What follows belongs to an exercise in optimizing a design on an open flow for small area, a short achievable clock period and few clock cycles; a production flow would make more cautious choices. Only simulation tests tie the RTL to the original design; equivalence was not proved. Power is estimated from default activity; no workload was simulated.

**run.sh**
```bash
#!/bin/bash
# synth_recipe.tcl (not shown) runs the flow's synth.tcl, then flattens the netlist and writes it again
# the make line also repeats each setting of config.mk as NAME=value (left out here)
make -C /OpenROAD-flow-scripts/flow DESIGN_CONFIG=/design/flow/config.mk WORK_HOME=/design/flow/orfs CLKGATE_MAP_FILE= SYNTH_SCRIPT=/design/flow/synth_recipe.tcl finish
```
**config.mk**
```make
export PLATFORM = sky130hd
export DESIGN_NAME = avr_core
export DESIGN_NICKNAME = avr_core
export VERILOG_FILES = /design/flow/design.v
export SDC_FILE = /design/flow/constraint.sdc
export NUM_CORES = 4
export LEC_CHECK = 0
export CAP_MARGIN = 20
export CORE_MARGIN = 2
export CORE_UTILIZATION = 40
export SLEW_MARGIN = 20
```
**constraint.sdc**
```tcl
create_clock -name core_clock -period 5.0 [get_ports {clk}]
set_input_delay 1.0000 -clock core_clock [delete_from_list [all_inputs] [get_ports {clk}]]
set_output_delay 1.0000 -clock core_clock [all_outputs]
set_load 0.01 [all_outputs]
```
**design.v**
```verilog
package avr_core_pkg;
    typedef enum logic [2:0] {
        STAGE_IF  = 3'd0,
        STAGE_ID  = 3'd1,
        STAGE_EX  = 3'd2,
        STAGE_MEM = 3'd3,
        STAGE_WB  = 3'd4
    } stage_t;
    typedef enum logic [2:0] {
        ALU_NONE = 3'd0,
        ALU_ADD  = 3'd1,
        ALU_ADC  = 3'd2,
        ALU_SUB  = 3'd3,
        ALU_AND  = 3'd4,
        ALU_EOR  = 3'd5,
        ALU_OR   = 3'd6,
        ALU_NEG  = 3'd7
    } alu_op_t;
    typedef enum logic [2:0] {
        KIND_NOP = 3'd0,
        KIND_ALU = 3'd1,
        KIND_LDI = 3'd2,
        KIND_MOV = 3'd3,
        KIND_LD  = 3'd4,
        KIND_ST  = 3'd5
    } instr_kind_t;
    typedef struct packed {
        logic c;
        logic z;
        logic n;
        logic v;
    } sreg_t;
    typedef struct packed {
        instr_kind_t                kind;
        alu_op_t                    alu_op;
        logic [5-1:0] rd;
        logic [5-1:0] rr;
        logic [8-1:0]     imm;
        logic                       writes_rd;
    } decoded_t;
    typedef struct packed {
        logic                   rd_en;
        logic                   wr_en;
        logic [16-1:0] addr;
        logic [8-1:0] wdata;
    } mem_req_t;
endpackage
module instr_decoder (
    input  logic [16-1:0] instruction,
    output avr_core_pkg::decoded_t  decoded
);
    always_comb begin
        decoded.kind      = avr_core_pkg::KIND_NOP;
        decoded.alu_op    = avr_core_pkg::ALU_NONE;
        decoded.rd        = instruction[8:4];
        decoded.rr        = {instruction[9], instruction[3:0]};
        decoded.imm       = {instruction[11:8], instruction[3:0]};
        decoded.writes_rd = 1'b0;
        casez (instruction)
            16'b0000_11??_????_????: begin  
                decoded.kind      = avr_core_pkg::KIND_ALU;
                decoded.alu_op    = avr_core_pkg::ALU_ADD;
                decoded.writes_rd = 1'b1;
            end
            16'b0001_11??_????_????: begin  
                decoded.kind      = avr_core_pkg::KIND_ALU;
                decoded.alu_op    = avr_core_pkg::ALU_ADC;
                decoded.writes_rd = 1'b1;
            end
            16'b0001_10??_????_????: begin  
                decoded.kind      = avr_core_pkg::KIND_ALU;
                decoded.alu_op    = avr_core_pkg::ALU_SUB;
                decoded.writes_rd = 1'b1;
            end
            16'b0010_00??_????_????: begin  
                decoded.kind      = avr_core_pkg::KIND_ALU;
                decoded.alu_op    = avr_core_pkg::ALU_AND;
                decoded.writes_rd = 1'b1;
            end
            16'b0010_01??_????_????: begin  
                decoded.kind      = avr_core_pkg::KIND_ALU;
                decoded.alu_op    = avr_core_pkg::ALU_EOR;
                decoded.writes_rd = 1'b1;
            end
            16'b0010_10??_????_????: begin  
                decoded.kind      = avr_core_pkg::KIND_ALU;
                decoded.alu_op    = avr_core_pkg::ALU_OR;
                decoded.writes_rd = 1'b1;
            end
            16'b0010_11??_????_????: begin  
                decoded.kind      = avr_core_pkg::KIND_MOV;
                decoded.writes_rd = 1'b1;
            end
            16'b1110_????_????_????: begin
                decoded.kind      = avr_core_pkg::KIND_LDI;
                decoded.rd        = {1'b1, instruction[7:4]};
                decoded.writes_rd = 1'b1;
            end
            16'b1001_010?_????_0001: begin  
                decoded.kind      = avr_core_pkg::KIND_ALU;
                decoded.alu_op    = avr_core_pkg::ALU_NEG;
                decoded.writes_rd = 1'b1;
            end
            16'b1000_000?_????_0000: begin  
                decoded.kind      = avr_core_pkg::KIND_LD;
                decoded.writes_rd = 1'b1;
            end
            16'b1000_001?_????_0000: begin
                decoded.kind = avr_core_pkg::KIND_ST;
                decoded.rr   = instruction[8:4];
            end
            default: ;  
        endcase
    end
endmodule
module control_unit (
    input  logic                          clk,
    input  logic                          reset,
    input  logic [16-1:0]       instruction,
    output logic [10-1:0]          program_counter,
    output avr_core_pkg::stage_t          stage,
    output logic [5-1:0]    rd_addr,
    output logic [5-1:0]    rr_addr,
    input  logic [8-1:0]        rd_data,
    input  logic [8-1:0]        rr_data,
    input  logic [8-1:0]        zl_data,
    input  logic [8-1:0]        zh_data,
    output logic                          wr_en,
    output logic [5-1:0]    wr_addr,
    output logic [8-1:0]        wr_data,
    output avr_core_pkg::alu_op_t         alu_op,
    output logic [8-1:0]        alu_a,
    output logic [8-1:0]        alu_b,
    output avr_core_pkg::sreg_t           flags_in,
    input  logic [8-1:0]        alu_result,
    input  avr_core_pkg::sreg_t           flags_out,
    output avr_core_pkg::mem_req_t        mem_req,
    input  logic [8-1:0]        load_data
);
    avr_core_pkg::decoded_t     dec;
    avr_core_pkg::sreg_t        sreg;
    logic [16-1:0]    instr_buf;
    logic [8-1:0]     rd_buf;      
    logic [8-1:0]     rr_buf;
    logic [8-1:0]     result_buf;  
    logic [8-1:0]     load_buf;    
    instr_decoder i_decoder (
        .instruction (instr_buf),
        .decoded     (dec)
    );
    always_ff @(posedge clk or posedge reset) begin
        if (reset) begin
            stage           <= avr_core_pkg::STAGE_IF;
            program_counter <= '0;
            sreg            <= '0;
            instr_buf       <= '0;  
        end else begin
            case (stage)
                avr_core_pkg::STAGE_IF: begin
                    instr_buf <= instruction;
                    stage     <= avr_core_pkg::STAGE_ID;
                end
                avr_core_pkg::STAGE_ID:  stage <= avr_core_pkg::STAGE_EX;
                avr_core_pkg::STAGE_EX: begin
                    if (dec.kind == avr_core_pkg::KIND_ALU)
                        sreg <= flags_out;  
                    stage <= avr_core_pkg::STAGE_MEM;
                end
                avr_core_pkg::STAGE_MEM: stage <= avr_core_pkg::STAGE_WB;
                default: begin
                    program_counter <= program_counter + 1'b1;
                    stage           <= avr_core_pkg::STAGE_IF;
                end
            endcase
        end
    end
    always_ff @(posedge clk) begin
        if (stage == avr_core_pkg::STAGE_ID) begin
            rd_buf <= rd_data;
            rr_buf <= rr_data;
        end
        if (stage == avr_core_pkg::STAGE_EX)
            result_buf <= alu_result;
        if (stage == avr_core_pkg::STAGE_MEM)
            load_buf <= load_data;
    end
    assign rd_addr  = dec.rd;
    assign rr_addr  = dec.rr;
    assign alu_op   = dec.alu_op;
    assign alu_a    = rd_buf;
    assign alu_b    = rr_buf;
    assign flags_in = sreg;
    always_comb begin
        case (dec.kind)
            avr_core_pkg::KIND_ALU: wr_data = result_buf;
            avr_core_pkg::KIND_LDI: wr_data = dec.imm;
            avr_core_pkg::KIND_MOV: wr_data = rr_buf;
            avr_core_pkg::KIND_LD:  wr_data = load_buf;
            default:                wr_data = '0;
        endcase
    end
    assign wr_en   = (stage == avr_core_pkg::STAGE_WB) && dec.writes_rd;
    assign wr_addr = dec.rd;
    always_comb begin
        mem_req       = '0;
        mem_req.addr  = {zh_data, zl_data};
        mem_req.wdata = rr_buf;
        if (stage == avr_core_pkg::STAGE_MEM) begin
            mem_req.rd_en = (dec.kind == avr_core_pkg::KIND_LD);
            mem_req.wr_en = (dec.kind == avr_core_pkg::KIND_ST);
        end
    end
endmodule
module register_file (
    input  logic                       clk,
    input  logic                       reset,
    input  logic [5-1:0] rd_addr,
    input  logic [5-1:0] rr_addr,
    output logic [8-1:0]     rd_data,
    output logic [8-1:0]     rr_data,
    output logic [8-1:0]     zl_data,
    output logic [8-1:0]     zh_data,
    input  logic                       wr_en,
    input  logic [5-1:0] wr_addr,
    input  logic [8-1:0]     wr_data
);
    logic [8-1:0] regs [2**5];
    always_ff @(posedge clk or posedge reset) begin
        if (reset) begin
            for (int i = 0; i < 2**5; i++)
                regs[i] <= '0;
        end else if (wr_en) begin
            regs[wr_addr] <= wr_data;
        end
    end
    assign rd_data = regs[rd_addr];
    assign rr_data = regs[rr_addr];
    assign zl_data = regs[30];  
    assign zh_data = regs[31];
endmodule
module alu (
    input  avr_core_pkg::alu_op_t  op,
    input  logic [8-1:0] a,
    input  logic [8-1:0] b,
    input  avr_core_pkg::sreg_t    flags_in,
    output logic [8-1:0] result,
    output avr_core_pkg::sreg_t    flags_out
);
    logic [8:0] wide;  
    always_comb begin
        wide      = '0;
        flags_out = flags_in;
        case (op)
            avr_core_pkg::ALU_ADD: begin
                wide        = {1'b0, a} + {1'b0, b};
                flags_out.c = wide[8];
                flags_out.v = (a[8-1] == b[8-1]) &&
                              (wide[8-1] != a[8-1]);
            end
            avr_core_pkg::ALU_ADC: begin
                wide        = {1'b0, a} + {1'b0, b} + {{8{1'b0}}, flags_in.c};
                flags_out.c = wide[8];
                flags_out.v = (a[8-1] == b[8-1]) &&
                              (wide[8-1] != a[8-1]);
            end
            avr_core_pkg::ALU_SUB: begin
                wide        = {1'b0, a} - {1'b0, b};
                flags_out.c = wide[8];  
                flags_out.v = (a[8-1] != b[8-1]) &&
                              (wide[8-1] != a[8-1]);
            end
            avr_core_pkg::ALU_AND: begin
                wide        = {1'b0, a & b};
                flags_out.v = 1'b0;
            end
            avr_core_pkg::ALU_EOR: begin
                wide        = {1'b0, a ^ b};
                flags_out.v = 1'b0;
            end
            avr_core_pkg::ALU_OR: begin
                wide        = {1'b0, a | b};
                flags_out.v = 1'b0;
            end
            avr_core_pkg::ALU_NEG: begin
                wide        = {1'b0, -a};
                flags_out.c = (wide[8-1:0] != '0);
                flags_out.v = (wide[8-1:0] == {1'b1, {(8-1){1'b0}}});
            end
            default: ;  
        endcase
        if (op != avr_core_pkg::ALU_NONE) begin
            flags_out.z = (wide[8-1:0] == '0);
            flags_out.n = wide[8-1];
        end
    end
    assign result = wide[8-1:0];
endmodule
module data_bus_unit (
    input  avr_core_pkg::mem_req_t  mem_req,
    output logic [8-1:0]  load_data,
    output logic [16-1:0]  bus_addr,
    output logic [8-1:0]  bus_wdata,
    input  logic [8-1:0]  bus_rdata,
    output logic                    mem_we,
    output logic                    mem_oe
);
    logic in_window;
    assign in_window = (mem_req.addr >= 16'h0040) &&
                       (mem_req.addr <= 16'h00BF);
    assign bus_addr  = mem_req.addr;
    assign bus_wdata = mem_req.wdata;
    assign mem_we = mem_req.wr_en && in_window;  
    assign mem_oe = mem_req.rd_en && in_window;
    assign load_data = mem_oe ? bus_rdata : '0;
endmodule
module avr_core (
    input  logic                    clk,
    input  logic                    reset,
    output logic [10-1:0]    program_counter,
    input  logic [16-1:0] instruction,
    output logic [16-1:0]  bus_addr,
    output logic [8-1:0]  bus_wdata,
    input  logic [8-1:0]  bus_rdata,
    output logic                    mem_we,
    output logic                    mem_oe
);
    avr_core_pkg::stage_t         stage;
    logic [5-1:0]   rd_addr;
    logic [5-1:0]   rr_addr;
    logic [8-1:0]       rd_data;
    logic [8-1:0]       rr_data;
    logic [8-1:0]       zl_data;
    logic [8-1:0]       zh_data;
    logic                         wr_en;
    logic [5-1:0]   wr_addr;
    logic [8-1:0]       wr_data;
    avr_core_pkg::alu_op_t        alu_op;
    logic [8-1:0]       alu_a;
    logic [8-1:0]       alu_b;
    avr_core_pkg::sreg_t          flags_in;
    logic [8-1:0]       alu_result;
    avr_core_pkg::sreg_t          flags_out;
    avr_core_pkg::mem_req_t       mem_req;
    logic [8-1:0]       load_data;
    control_unit i_control (
        .clk             (clk),
        .reset           (reset),
        .instruction     (instruction),
        .program_counter (program_counter),
        .stage           (stage),
        .rd_addr         (rd_addr),
        .rr_addr         (rr_addr),
        .rd_data         (rd_data),
        .rr_data         (rr_data),
        .zl_data         (zl_data),
        .zh_data         (zh_data),
        .wr_en           (wr_en),
        .wr_addr         (wr_addr),
        .wr_data         (wr_data),
        .alu_op          (alu_op),
        .alu_a           (alu_a),
        .alu_b           (alu_b),
        .flags_in        (flags_in),
        .alu_result      (alu_result),
        .flags_out       (flags_out),
        .mem_req         (mem_req),
        .load_data       (load_data)
    );
    register_file i_regs (
        .clk     (clk),
        .reset   (reset),
        .rd_addr (rd_addr),
        .rr_addr (rr_addr),
        .rd_data (rd_data),
        .rr_data (rr_data),
        .zl_data (zl_data),
        .zh_data (zh_data),
        .wr_en   (wr_en),
        .wr_addr (wr_addr),
        .wr_data (wr_data)
    );
    alu i_alu (
        .op        (alu_op),
        .a         (alu_a),
        .b         (alu_b),
        .flags_in  (flags_in),
        .result    (alu_result),
        .flags_out (flags_out)
    );
    data_bus_unit i_bus (
        .mem_req   (mem_req),
        .load_data (load_data),
        .bus_addr  (bus_addr),
        .bus_wdata (bus_wdata),
        .bus_rdata (bus_rdata),
        .mem_we    (mem_we),
        .mem_oe    (mem_oe)
    );
endmodule
```
==> parameters.txt <==
Parameter                              Value

Global route
  Antenna violations before repair ... 6
  Wire length of the first global-routing pass ... 132000 µm
  Number of global-route vias before repair ... around 16000
  Total grt overflow ... 0
  Largest net degree at the start of global routing ... 96
  Total routing resource utilization after global routing ... between 40% and 50%

Layout
  Most frequent cells in the layout ... sky130_fd_sc_hd__dfrtp_1 (286), sky130_fd_sc_hd__nand2_1 (271), sky130_fd_sc_hd__o21ai_0 (145)
  Fill cell count ... 4160
  Finished Core Util ... a little under half
  Final cell count without fillers ... about 2600
  Area of combinational cells with multiple inputs ... 0.00893 mm²
  Area added between synthesis and finish ... 16.4%
  Fraction of layout cells with a size suffix above 1 ... 14.6%
  Area taken by flip-flops and latches ... 0.00812 mm²
  Most common library cell in the layout ignoring fill and taps ... sky130_fd_sc_hd__dfrtp_1
  Number of nets in the layout ... 1991
  Post-layout instance area ... 0.0204 mm²

Critical path
  Start-to-end type of the worst setup path ... reg2out
  Data required time at the worst endpoint ... ~4 ns
  Startpoint type of the worst setup path ... flip-flop
  Worst path slowest cell ... sky130_fd_sc_hd__dfrtp_1
  Critical Path, Cell by Cell ... nor4_2 -> buf_4 -> nand3_1 -> or2_2 -> nor2_1 -> clkdlybuf4s50_1
  WP buf/inv ... 2
  Crit path largest cell delay ... 0.63 ns
  Critical Path Fanout Max ... 19
  Crit path arrival time ... 3.36 ns
  Endpoint class of the critical path ... output port
  Category of cells accounting for the largest share of critical-path delay ... simple AND/OR/NAND/NOR gates

Min path
  Path class of the lowest-slack min-delay path ... reg2reg

Clocking
  Total number of clock tree sinks ... 318
  Skew-Pair Late Insertion Delay ... about 0.56 ns
  Total of hold buffers inserted after clock tree synthesis ... 0
  H-Tree Depth ... 2
  Buffer cell driving the clock tree root ... sky130_fd_sc_hd__clkbuf_16
  Clk pin slew, worst setup/hold paths ... 0.06 ns
  Inserted Clock Buffers ... 36
  TritonCTS clock tree ... done
  Number of instances resized during post-cts repair ... 0
  Post-CTS setup buffers ... 0
  Number of buffers between clock root and the deepest sink ... 3

Timing
  Minimum period implied by the final worst setup slack ... 4.36 ns
  Highest clock rate ... 229 MHz
  Fin Setup TNS ... 0 ns
  Transition at the pin with the smallest max-transition slack ... 1.23 ns
  Post-route clock skew ... between 0.015 and 0.02 ns
  Number of failing setup endpoints in the final timing report ... 0
  Max-slew violations ... 0
  Share of the clock period used by the worst path after layout ... 87.2%
  Slew margin rel. ... 17.7%
  Final Hold Vio Count ... 0
  Setup repair after global routing missed its margin ... no

Die
  Core Rows ... 76
  Die H ... 213 µm
  Core footprint ... 0.0432 mm²
  Initial core utilization ... 40.6%
  Top-level I/O count ... 62
  Full die area ... 0.0456 mm²
  Floorplan die width ... 213 µm

Status
  Outcome ... finished clean

Placement
  Weighted congestion at the end of routability-driven global placement ... 1.10
  Count of input and output buffers ... 61
  Placed wire-length estimate after detailed placement ... 71300 µm
  Count of placed standard cells including taps ... 2482
  Placement Cell Area ... slightly below 0.02 mm²

Yosys
  Fraction of synthesized cell area taken by the top area cell type ... 40.8%
  Number of nets produced by synthesis ... 1930
  Dominant cells by area after synthesis ... sky130_fd_sc_hd__dfrtp_1 (41%), sky130_fd_sc_hd__nand2_1 (5.8%), sky130_fd_sc_hd__edfxtp_1 (5.5%)
  Synth warn ... 5
  Flip-flop and latch count after synthesis ... 318
  Sequential element share of the synthesized area ... about 46%
  Number of cells produced by synthesis ... around 1900
  Average instance area after synthesis ... 9.36 µm²
  Flip-flop cell with the highest count after synthesis ... sky130_fd_sc_hd__dfrtp_1
  Async S/R FF share, synth ... 89.9%
  Number of synthesized flops with an enable pin ... 32
  Leading area contributor after synthesis ... sky130_fd_sc_hd__dfrtp_1
  Count of unique library cells instantiated by Yosys ... just over 80
  Synthesized area ... between 0.015 and 0.02 mm²

Flow run
  Max-Cap Viols ... 0

Route
  Routed wire length per instance ... 37.3 µm
  Number of search-and-repair iterations in the first detailed-routing pass ... 9
  Wire length reported by the detailed router ... 95100 µm
  Post-route antenna net violation count ... 0
  Violation count after the first detailed-routing iteration ... 2401
  Drt via density ... a little under 7
  Routed vias ... 17160
  Remaining design rule violation count ... 0

Pwr
  Leak pwr ... 8.57 nW
  Max rail drop VDD ... 0.000222 V
  Pwr Density ... 288 mW/mm²
==> synthesized netlist by cell type, types with 6 or more instances <==
cell                        instances
sky130_fd_sc_hd__a211o_1            6
sky130_fd_sc_hd__dfrtp_1          286
sky130_fd_sc_hd__a32o_1             7
sky130_fd_sc_hd__nor4_1            16
sky130_fd_sc_hd__edfxtp_1          32
sky130_fd_sc_hd__and2_1            13
sky130_fd_sc_hd__mux2i_1           19
sky130_fd_sc_hd__a2111oi_0         13
sky130_fd_sc_hd__and3_1            21
sky130_fd_sc_hd__nand4_1           28
sky130_fd_sc_hd__nor3_1            37
sky130_fd_sc_hd__clkbuf_1          94
sky130_fd_sc_hd__inv_1             29
sky130_fd_sc_hd__a22oi_1           70
sky130_fd_sc_hd__o21ai_0          145
sky130_fd_sc_hd__buf_2             22
sky130_fd_sc_hd__a31oi_1           20
sky130_fd_sc_hd__ha_1              28
sky130_fd_sc_hd__mux2_2            82
sky130_fd_sc_hd__a222oi_1          20
sky130_fd_sc_hd__nand2_1          272
sky130_fd_sc_hd__nor4_2             8
sky130_fd_sc_hd__xnor2_1           20
sky130_fd_sc_hd__nand3_1           70
sky130_fd_sc_hd__o22ai_1           11
sky130_fd_sc_hd__nor2_1           150
sky130_fd_sc_hd__a21oi_1          128
sky130_fd_sc_hd__nand2b_1          10
sky130_fd_sc_hd__a221oi_1          19
sky130_fd_sc_hd__a211oi_1          18
sky130_fd_sc_hd__nor2b_1           12
sky130_fd_sc_hd__buf_1             13
sky130_fd_sc_hd__a32oi_1           17
sky130_fd_sc_hd__xor2_1             9
sky130_fd_sc_hd__a22o_1            18
sky130_fd_sc_hd__o211ai_1           9
==> metal layers <==
layer	vias to the layer above	GRT usage, %	share of wire [%]
li1	7100	-	-
met2	1222	64.5	44
met4	0	27.8	8.0
met1	8468	52.2	38
met3	370	12.0	11
met5	-	0	0
==> power breakdown <==
group | internal (mW) | switching [mW]
Sequential | 2.65 | 0.0769
Combinational | 0.139 | 0.381
Clock | 1.50 | 1.12
==> flip-flops by register name, indices dropped and copies added, names as in the netlist <==
register                   cells
i_control.load_buf             8
i_control.rd_buf               8
i_control.stage                3
i_regs.regs                  256
i_control.instr_buf           16
i_control.sreg                 1
i_control.rr_buf               8
i_control.program_counter     10
i_control.result_buf           8
==> cells by family (layout without fill, tap and decap cells) <==
logic type | count (synthesis) | in the layout | synth area share [%]
fa+ha+maj | 30 | 30 | 2.23
xor+xnor | 29 | 29 | 1.45
simple gates | 665 | 665 | 17.6
mux | 109 | 109 | 7.18
compound gates | 562 | 562 | 21.6
flops | 318 | 318 | 46.3
buf+inv | 161 | 250 | 3.71
other cells | 0 | 5 | 0
==> path summary, 6_finish.rpt <==
path,slack (ns),depth (start not counted),startpoint,to
max,0.64,6,i_control.instr_buf[10],mem_oe
min,0.48,1,i_control.program_counter[9],i_control.program_counter[9]
max reg2reg,0.80,10,i_control.instr_buf[10],i_control.rr_buf[0]
min reg2reg,0.48,1,i_control.program_counter[9],i_control.program_counter[9]
max in group asynchronous,3.01,4,reset,i_regs.regs[21][5]
min in group asynchronous,0.94,2,reset,i_regs.regs[27][7]
==> metrics by stage <==
stage	power (mW)	setup WS, ns	hold WS [ns]
after floorplan	3.00	0.209	0.463
after global placement	3.26	0.963	0.461
after detailed placement	3.27	0.977	0.467
after CTS	5.88	0.639	0.479
after global routing	6.03	0.444	0.512
final	5.87	0.638	0.479
==> cell type report <==
class                           count  share of cell area [%]
Timing Repair Buffer              155                    6.74
Inverter                           29                   0.551
Clock buffer                       48                    4.83
Sequential cell                   318                    39.7
Clock inverter                     18                   0.772
Tap cell                          585                    3.58
Multi-Input combinational cell   1395                    43.7
Antenna cell                        5                  0.0612
Testbench counts, summed over its fixed seeds: cycles 73,728.

==> separate check: timing with driven ports <==
Ports are ideal in the flow. The routed layout listed here was re-timed in OpenROAD.
Step 1 assumes that a clkbuf_16 drives the clock port and a buf_2 every other input.
Step 2 adds t to the input delays and takes it off the output delays; t is the mean of the earliest and latest rising clock arrival at the registers after step 1. Input paths then give back, and output paths get back, about the clock's delay inside the block.
Three values: ideal, step 1, step 2; two values: the first two.
shift t [ns]: 0.611
setup slack, ns: 0.638 / 0.578 / 0.802
clock arrival spread, ns: 0.017 / 0.017
After both steps setup and hold are still met in this run. The setup slack of this run moves by -0.060 ns with the drivers and by +0.164 ns with both steps.
